Context: an optimization exercise on an open-source flow, tuned for small area, a short achievable clock period and few clock cycles per item. The choices shown serve that exercise and are no tape-out recipe.
In this exercise RTL edits were held to simulation tests only and were not proved equivalent to the original.

Design mul_acc_nn, start of the top module:
module mul_acc_nn
#(
  parameter int WIDTH = 64,
  parameter int DIGIT = 4
) (
  input  logic               clk,
  input  logic               rst,
  input  logic               start,
  input  logic [WIDTH-1:0]   ina,
  input  logic [WIDTH-1:0]   inb,
  input  logic               acc_en,
  input  logic [2*WIDTH-1:0] acc_in,
  output logic [2*WIDTH-1:0] result,
  output logic               carry,
  output logic               busy,
  output logic               done,
  output logic               ready_n
);
  localparam int K  = 16;
  localparam int NS = 4;
  localparam int RK = 16;
  localparam int ND = 8;
  localparam int SW = 68;
  localparam int XW = 84;
  localparam int CW = 3;
  logic          accept;
  logic          resolve;
  logic [CW-1:0] cnt;
  logic [63:0]   a_q;       
  logic [63:0]   l_q;       
  logic [63:0]   r_q;       
  logic [SW-1:0] s_q;       
  logic [SW-1:0] c_q;       
  logic [K-1:0]  ls_q;      
  logic [K-1:0]  lc_q;      
  logic          ci_q;      
  logic [ND-1:0] bneg_q, bone_q, btwo_q;   
  ...
Settings: LEC_CHECK=0, ABC_CLOCK_PERIOD_IN_PS=3500, CAP_MARGIN=20, CORE_MARGIN=2, CORE_UTILIZATION=40, PLACE_DENSITY=0.6, SLEW_MARGIN=20, SYNTH_HIERARCHICAL=1, SYNTH_MINIMUM_KEEP_SIZE=0; clock period 11.0 ns.
standard.sh (not shown) runs the stock make flow with config.mk's settings and CLKGATE_MAP_FILE= SYNTH_SCRIPT=/design/flow/synth_recipe.tcl, a recipe that flattens the netlist after the stock synthesis.
==> flow/flow/run.sh <==
#!/bin/bash
# The standard layout (standard.sh), with three changes to how it is made:
#  - after synthesis, flow/downsize.tcl swaps the Booth select AOI cells to single drive;
#  - timing repair aims at a setup slack of SETUP_SLACK_MARGIN ns against the 11 ns clock,
#    so the resizer works toward a shorter period than the clock's;
#  - the ports are buffered by sky130_fd_sc_hd__buf_1 instead of the default delay buffer.
# The clock, the SDC and every other setting are the standard ones.  The make output goes
# to flow.log here; each ORFS step writes its own log under orfs/logs/.
set -euo pipefail
bash standard.sh SETUP_SLACK_MARGIN=7.5 \
  POST_SYNTH_TCL="$PWD/flow/downsize.tcl" \
  BUFFER_PORTS_ARGS="-buffer_cell sky130_fd_sc_hd__buf_1" finish > flow.log 2>&1
==> flow/flow/downsize.tcl <==
# Run after synthesis (POST_SYNTH_TCL): ABC maps the Booth select cell with a double-drive
# AOI; use the single-drive one.  Timing repair upsizes any instance that needs more.
set db [ord::get_db]
set from [$db findMaster sky130_fd_sc_hd__a22oi_2]
set to [$db findMaster sky130_fd_sc_hd__a22oi_1]
set n 0
foreach inst [[ord::get_db_block] getInsts] {
  if {[$inst getMaster] == $from} {
    $inst swapMaster $to
    incr n
  }
}
puts "downsize.tcl: $n a22oi_2 cells now a22oi_1"
Testbench counts at the start, summed over its fixed seeds: cycles 14,400, ops 2,400.
==> next run, changes <==
--- a/flow/flow/run.sh
+++ b/flow/flow/run.sh
@@ -10 +10 @@
-bash standard.sh SETUP_SLACK_MARGIN=7.5 \
+bash standard.sh SETUP_SLACK_MARGIN=7.2 \
CORE_UTILIZATION = 50   (was 40)
PLACE_DENSITY = 0.65   (was 0.6)
- register-to-register slack degrades by 120 ps
- cell area falls by a few percent
- setup slack loses 120 ps
- synthesized area does not change
- worst hold slack gets worse by 89 ps
- critical path depth does not change
==> next run, changes <==
CORE_UTILIZATION = 40   (was 50)
CTS_BUF_LIST = sky130_fd_sc_hd__clkbuf_4 sky130_fd_sc_hd__clkbuf_8   (was default)
CTS_CLUSTER_SIZE = 20   (was default)
PLACE_DENSITY = 0.6   (was 0.65)
Result: Non-clock buffer count increases by 34; wire length increases by 2.5%; final area increases by 1.8%; sequential cell count stays the same.

========
== run 1 ==
mul_acc_nn again, from the RTL that the note above started with.
Design mul_acc_nn, start of the top module:
module mul_acc_nn
#(
  parameter int WIDTH = 64,
  parameter int DIGIT = 4
) (
  input  logic               clk,
  input  logic               rst,
  input  logic               start,
  input  logic [WIDTH-1:0]   ina,
  input  logic [WIDTH-1:0]   inb,
  input  logic               acc_en,
  input  logic [2*WIDTH-1:0] acc_in,
  output logic [2*WIDTH-1:0] result,
  output logic               carry,
  output logic               busy,
  output logic               done,
  output logic               ready_n
);
  localparam int K  = 16;
  localparam int NS = 4;
  localparam int RK = 16;
  localparam int ND = 8;
  localparam int SW = 68;
  localparam int XW = 84;
  localparam int CW = 3;
  logic          accept;
  logic          resolve;
  logic [CW-1:0] cnt;
  logic [63:0]   a_q;       
  logic [63:0]   l_q;       
  logic [63:0]   r_q;       
  logic [SW-1:0] s_q;       
  logic [SW-1:0] c_q;       
  logic [K-1:0]  ls_q;      
  logic [K-1:0]  lc_q;      
  logic          ci_q;      
  logic [ND-1:0] bneg_q, bone_q, btwo_q;   
  logic          b63_q;     
  logic [ND-1:0] nneg, none, ntwo;
  logic [K:0]    eb;
  logic [K-1:0]  kr_q, ka_q;   
  logic [K:0]    ebmask;    
  logic [64+2*K+1:0] rx, ax;
  logic [XW-1:0] xs, ys;
  logic [65:0] brow0;
  logic [65:0] brow1;
  logic [65:0] brow2;
  logic [65:0] brow3;
  logic [65:0] brow4;
  logic [65:0] brow5;
  logic [65:0] brow6;
  logic [65:0] brow7;
  logic h0_s, h0_c;
  logic h1_s, h1_c;
  logic f2_s, f2_c;
  logic h3_s, h3_c;
  logic f4_s, f4_c;
  logic h5_s, h5_c;
  logic f6_s, f6_c;
  logic h7_s, h7_c;
  logic f8_s, f8_c;
  logic h9_s, h9_c;
  logic f10_s, f10_c;
  logic h11_s, h11_c;
  logic f12_s, f12_c;
  logic h13_s, h13_c;
  logic f14_s, f14_c;
  logic h15_s, h15_c;
  logic f16_s, f16_c;
  logic h17_s, h17_c;
  logic f18_s, f18_c;
  logic h19_s, h19_c;
  logic f20_s, f20_c;
  logic h21_s, h21_c;
  logic f22_s, f22_c;
  logic h23_s, h23_c;
  logic f24_s, f24_c;
  logic h25_s, h25_c;
  logic f26_s, f26_c;
  logic h27_s, h27_c;
  logic f28_s, f28_c;
  logic h29_s, h29_c;
  logic f30_s, f30_c;
  logic h31_s, h31_c;
  logic f32_s, f32_c;
  logic h33_s, h33_c;
  logic f34_s, f34_c;
  logic h35_s, h35_c;
  logic f36_s, f36_c;
  logic h37_s, h37_c;
  logic f38_s, f38_c;
  logic h39_s, h39_c;
  logic f40_s, f40_c;
  logic h41_s, h41_c;
  logic f42_s, f42_c;
  ...
Settings: LEC_CHECK=0, ABC_CLOCK_PERIOD_IN_PS=3500, CAP_MARGIN=20, CORE_MARGIN=2, CORE_UTILIZATION=40, PLACE_DENSITY=0.6, SLEW_MARGIN=20, SYNTH_HIERARCHICAL=1, SYNTH_MINIMUM_KEEP_SIZE=0; clock period 11.0 ns.
==> flow/flow/run.sh <==
#!/bin/bash
# The standard layout (standard.sh), with three changes to how it is made:
#  - after synthesis, flow/downsize.tcl swaps the Booth select AOI cells to single drive;
#  - timing repair aims at a setup slack of SETUP_SLACK_MARGIN ns against the 11 ns clock,
#    so the resizer works toward a shorter period than the clock's;
#  - the ports are buffered by sky130_fd_sc_hd__buf_1 instead of the default delay buffer.
# The clock, the SDC and every other setting are the standard ones.  The make output goes
# to flow.log here; each ORFS step writes its own log under orfs/logs/.
set -euo pipefail
bash standard.sh SETUP_SLACK_MARGIN=7.2 \
  POST_SYNTH_TCL="$PWD/flow/downsize.tcl" \
  BUFFER_PORTS_ARGS="-buffer_cell sky130_fd_sc_hd__buf_1" finish > flow.log 2>&1
Scripts as last shown in full above: flow/flow/downsize.tcl
Run 1 closes out successfully: all stages finished, all timing, DRC and antenna checks passed.
Testbench counts of run 1, summed over its fixed seeds: cycles 14,400, ops 2,400.
## Diff of input files: run 2 against run 1
-- flow/flow/run.sh --
<<< run 1, line 9
set -euo pipefail
bash standard.sh SETUP_SLACK_MARGIN=7.2 \
  POST_SYNTH_TCL="$PWD/flow/downsize.tcl" \
>>> run 2, line 9
set -euo pipefail
bash standard.sh SETUP_SLACK_MARGIN=6.9 \
  POST_SYNTH_TCL="$PWD/flow/downsize.tcl" \
## What came out
Run 1 -> run 2: number of violations of the max-capacitance limit delta 0, exact match
Met2 usage in global routing | run 2 below run 1
Re number of remaining DRC errors: no difference whatsoever between run 2 and run 1.
Looking at setup slack across both flows, run 2 is the weaker of the two, with run 1 ahead.
Between run 1 and run 2, the difference in clock-pin slew reported for the worst setup and hold paths after clock tree synthesis is negligible.
Going from run 1 to run 2, worst stage delay on the critical path shrank by 0.18 ns; post-route clock period utilization rose by 2.4 points.
Count of filler cells inserted in the layout on run 2 is up relative to run 1.
#### Input delta (run 3 over run 2)
Settings: CORE_UTILIZATION now 50, was 40; PLACE_DENSITY now 0.65, was 0.6.
-- flow/flow/run.sh --
<<< run 2, line 9
set -euo pipefail
bash standard.sh SETUP_SLACK_MARGIN=6.9 \
  POST_SYNTH_TCL="$PWD/flow/downsize.tcl" \
>>> run 3, line 9
set -euo pipefail
bash standard.sh SETUP_SLACK_MARGIN=7.35 \
  POST_SYNTH_TCL="$PWD/flow/downsize.tcl" \
Findings:
Run 3 reports its end of the critical path as c_q[2] while run 2 reports r_q[39].
Diff run 3 and run 2: via count of the first global-routing pass higher in run 3
Compare run 3 and run 2 | area added between synthesis and finish lower: run 2
Between run 3 and run 2, the highest achievable clock rate is lower for run 2.
Run 2 was routed with fewer vias than run 3.
Route | run 3 vs run 2 | wire longer in run 3
Run 3 ends up with a post-placement cell area that is about 0.7% lower than in run 2.
Run comparison: run 2 standard cell with the maximum stage delay on the critical path sky130_fd_sc_hd__ha_1; run 3 standard cell with the maximum stage delay on the critical path sky130_fd_sc_hd__fa_1
Relative to run 2, length of routed wiring on met1 has gone down in run 3.
Edits applied to the flow inputs when going from run 3 to run 4:
-- flow/flow/run.sh --
<<< run 3, line 9
set -euo pipefail
bash standard.sh SETUP_SLACK_MARGIN=7.35 \
  POST_SYNTH_TCL="$PWD/flow/downsize.tcl" \
>>> run 4, line 9
set -euo pipefail
bash standard.sh SETUP_SLACK_MARGIN=7.1 \
  POST_SYNTH_TCL="$PWD/flow/downsize.tcl" \
Results
Run 4 vs. run 3: max-slew violation count was more or less identical; critical path required time increased by 0.02 ns relative to the old numbers; global-route usage shrank by 2.6 points; non-clock buffer count moved down; maximum frequency went down 3.4%.
Worst-path cell with the longest stage delay: sky130_fd_sc_hd__buf_4 -> run 4, sky130_fd_sc_hd__fa_1 -> run 3
Per the comparison of run 4 with run 3, hold slack fell by 0.085 ns; average wire length per cell after detail routing fell by about 2.2%.
Going from run 3 to run 4, combined area of the multi-input logic cells down about 3.7%, routability congestion estimate from global placement down about 3%.
Run 4 | stages: all done | timing, DRC, antenna: all pass
Between run 4 and run 3, the clock transition at the registers of the reported paths figures differ only marginally.

========
mul_acc_nn, a different RTL version from the one above (not shown whole).
Size in the first run: about 3500 cells after synthesis, roughly 390 flip-flops, ~390 I/O pins, roughly 0.042 mm^2 of cells after synthesis.
Settings: LEC_CHECK=0, ABC_CLOCK_PERIOD_IN_PS=4000, CAP_MARGIN=20, CORE_MARGIN=2, CORE_UTILIZATION=40, PLACE_DENSITY=0.6, SLEW_MARGIN=20, SYNTH_HIERARCHICAL=1, SYNTH_MINIMUM_KEEP_SIZE=0; clock period 11.0 ns.
==> flow/flow/run.sh <==
#!/bin/bash
# The standard layout (standard.sh), with two changes to how it is made:
#  - timing repair aims at a setup slack of SETUP_SLACK_MARGIN ns against the 11 ns clock,
#    so the resizer works toward a shorter period than the clock's;
#  - the ports are buffered by sky130_fd_sc_hd__buf_1 instead of the default delay buffer.
# The clock, the SDC and every other setting are the standard ones.  The make output goes
# to flow.log here; each ORFS step writes its own log under orfs/logs/.
set -euo pipefail
bash standard.sh SETUP_SLACK_MARGIN=7.0 \
  BUFFER_PORTS_ARGS="-buffer_cell sky130_fd_sc_hd__buf_1" finish > flow.log 2>&1
The starting point finished clean.
Testbench counts at the start, summed over its fixed seeds: cycles 14,400, ops 2,400.
Then changed:
==> flow/run.sh (new file) <==
#!/bin/bash
# synth_recipe.tcl (not shown) runs the flow's synth.tcl, then flattens the netlist and writes it again
# the make line also repeats each setting of config.mk as NAME=value (left out here)
make -C /OpenROAD-flow-scripts/flow DESIGN_CONFIG=/design/flow/config.mk WORK_HOME=/design/flow/orfs CLKGATE_MAP_FILE= SYNTH_SCRIPT=/design/flow/synth_recipe.tcl finish
- ABC_CLOCK_PERIOD_IN_PS: 4000 -> unset
removed: flow/flow/run.sh
removed: flow/standard.sh
After rerunning: Hold slack degrades by 0.0056 ns; cell area stays flat; synthesized cell count is unchanged; clock skew went down by 0.0083 ns; wire length went down by 6.7%; die area is unchanged; core utilization went down by 0.13 points; setup slack degrades by 0.56 ns.

========
## run A
Another version of the RTL of mul_acc_nn (not shown whole).
For scale: about 3,700 cells after synthesis, roughly 390 I/O pins, about 41,000 um^2 of cells after synthesis.
clock: 11.0 ns
lec_check: 0
abc_clock_period_in_ps: 3500
cap_margin: 20
core_margin: 2
core_utilization: 45
place_density: 0.62
slew_margin: 20
synth_hierarchical: 1
synth_minimum_keep_size: 0
==> flow/flow/run.sh <==
#!/bin/bash
# The standard layout (standard.sh), with three changes to how it is made:
#  - after synthesis, flow/downsize.tcl swaps the Booth select AOI cells to single drive;
#  - timing repair aims at a setup slack of SETUP_SLACK_MARGIN ns against the 11 ns clock,
#    so the resizer works toward a shorter period than the clock's;
#  - the ports are buffered by sky130_fd_sc_hd__buf_1 instead of the default delay buffer.
# The clock, the SDC and every other setting are the standard ones.  The make output goes
# to flow.log here; each ORFS step writes its own log under orfs/logs/.
set -euo pipefail
bash standard.sh SETUP_SLACK_MARGIN=7.2 \
  POST_SYNTH_TCL="$PWD/flow/downsize.tcl" \
  BUFFER_PORTS_ARGS="-buffer_cell sky130_fd_sc_hd__buf_1" finish > flow.log 2>&1
Scripts as last shown in full above: flow/flow/downsize.tcl
Testbench counts of run A, summed over its fixed seeds: cycles 14,400, ops 2,400.
What run B does differently from run A at the input level:
Settings: swapping 45 for 50 in CORE_UTILIZATION; swapping 0.62 for 0.65 in PLACE_DENSITY.
-- flow/flow/run.sh --
<<< run A, line 12
>>> run B, line 12
  RECOVER_POWER=30 \
Findings:
Status run B: flow complete, layout not clean - max-capacitance violations, max-slew violations. Against run A, run B comes in 0.0078 ns higher on worst hold slack across all endpoints. The cell area of run B was superior to that of run A. Comparing run A and run B, largest stage delay on the critical path is higher on run B.
Input changes introduced in run C (baseline for comparison: run B):
-- flow/flow/run.sh --
<<< run B, line 10
bash standard.sh SETUP_SLACK_MARGIN=7.2 \
>>> run C, line 10
bash standard.sh SETUP_SLACK_MARGIN=7.3 \
<<< run B, line 12
  RECOVER_POWER=30 \
>>> run C, line 12
Findings:
Per the final summary, run C finished and its layout is clean on timing, DRC and antenna. Per the comparison of run C with run B, critical path depth climbed 6, global-route wire length before repair went up by 1400 um, clock buffer instance count of the final layout decreased by 5 relative to the old numbers. Run C reports its startpoint of the worst setup timing path as bone_q[0] while run B reports busy. Taking run B as the reference, in run C setup slack of the critical path after layout has increased, maximum cell stage delay along the critical path has decreased.
For run D, these inputs were changed with respect to run C:
-- flow/flow/run.sh --
<<< run C, line 10
bash standard.sh SETUP_SLACK_MARGIN=7.3 \
>>> run D, line 10
bash standard.sh SETUP_SLACK_MARGIN=7.2 \
Findings:
- [compare] base=run C new=run D: maximum number of pins on one net before global-route repair now larger; number of placed instances, taps included comparable; growth of design area from synthesis to finish now smaller; final worst-path cycle share comparable.
- Re detailed route wirelength on metal2: run D is about 2.4% down on run C.
- Post-layout worst setup margin: run D vs run C up 0.0042 ns
Modified inputs, run E compared to run D
Settings: CORE_UTILIZATION now 60, was 50; PLACE_DENSITY now 0.72, was 0.65.
==> summary.txt <==
Against run D, count of clock-buffer cells in the layout in run E fell by a few percent. In run E, the final standard cell count with taps included and fillers excluded came out 159 below the value in run D. Route | run E vs run D | wire longer in run E. Of run D and run E, run D shows the lower global-route track usage on met3, with run E above it. A critical path startpoint of a_q[22] is what run D shows, while bone_q[1] belongs to run E. Changes observed in run E relative to run D: number of iterations in the first detailed-routing pass shows an increase of 2; core utilization shows an increase of 12 points.
Inputs modified between run E and run F:
Settings: swapping 60 for 50 in CORE_UTILIZATION; swapping 0.72 for 0.65 in PLACE_DENSITY.
-- flow/flow/run.sh --
<<< run E, line 10
bash standard.sh SETUP_SLACK_MARGIN=7.2 \
>>> run F, line 10
bash standard.sh SETUP_SLACK_MARGIN=7.4 \
==> summary.txt <==
Delta (run F minus run E): core utilization went down, portion of the layout cell area used by clock cells moved up, area taken by multi-input logic gates climbed 2.7%.
Sort run F and run E by part of the cycle the worst path needs, descending, and run E comes first.
Number of cells in the finished layout apart from fillers came out higher on run F than on run E.
Layout buffering overhead excluding clock cells in run F is 0.92 points above run E.
Measured against each other, run F and run E differ in setup slack after placement, the higher figure coming from run F.
Compared with run E, floorplan die width in run F increased by a little under 10%.

==> port drivers added, routing unchanged <==
How much do the figures lean on ideal ports? The routed layouts below were timed once more, with nothing changed but the port constraints. Step 1 (the two cells are an assumption about what drives the block):
set clk [get_ports {clk}]
set_driving_cell -lib_cell sky130_fd_sc_hd__clkbuf_16 $clk
set_driving_cell -lib_cell sky130_fd_sc_hd__buf_2 [delete_from_list [all_inputs] $clk]
Step 2 moves the port delays by t, midway between the first and last clock arrival at a register: inputs arrive t later, outputs are due t later. That takes back most of the time a late clock gives input paths. Slacks: no drivers / after step 1 / after step 2; pairs: no drivers / after step 1.
run	t, ns	setup slack, ns	worst setup path after step 2	worst data-port slew with drivers (ns)	pins driven straight from the clock port
the first run of note 1	0.718	7.318 / 7.289 / 6.778	input to register	0.16	1
the second run of note 1	0.711	7.200 / 7.151 / 6.791	input to register	0.14	1
the third run of note 1	0.820	7.185 / 7.115 / 6.583	input to register	0.09	1
run 1	0.716	7.204 / 7.134 / 6.627	input to register	0.09	1
run 2	0.748	6.942 / 6.942 / 6.485	input to register	0.11	1
run 3	0.704	7.231 / 7.231 / 6.821	input to register	0.11	1
run 4	0.727	7.097 / 7.129 / 6.421	input to register	0.13	1
the first run of note 3	0.721	6.914 / 6.914 / 6.442	input to register	0.08	1
the second run of note 3	0.722	6.354 / 6.354 / 5.727	input to register	0.09	1
run A	0.730	7.224 / 7.203 / 6.576	input to register	0.07	1
run B	0.717	4.168 / 4.168 / 4.168	register to register	0.11	1
run C	0.724	7.243 / 7.243 / 6.692	input to register	0.16	1
run D	0.714	7.247 / 7.199 / 6.706	input to register	0.11	1
run E	0.704	7.186 / 7.186 / 6.580	input to register	0.14	1
run F	0.718	7.282 / 7.282 / 6.849	input to register	0.13	1
For run 4, which loses most, drivers alone change the setup slack by +0.032 ns; drivers and shift together by -0.676 ns.
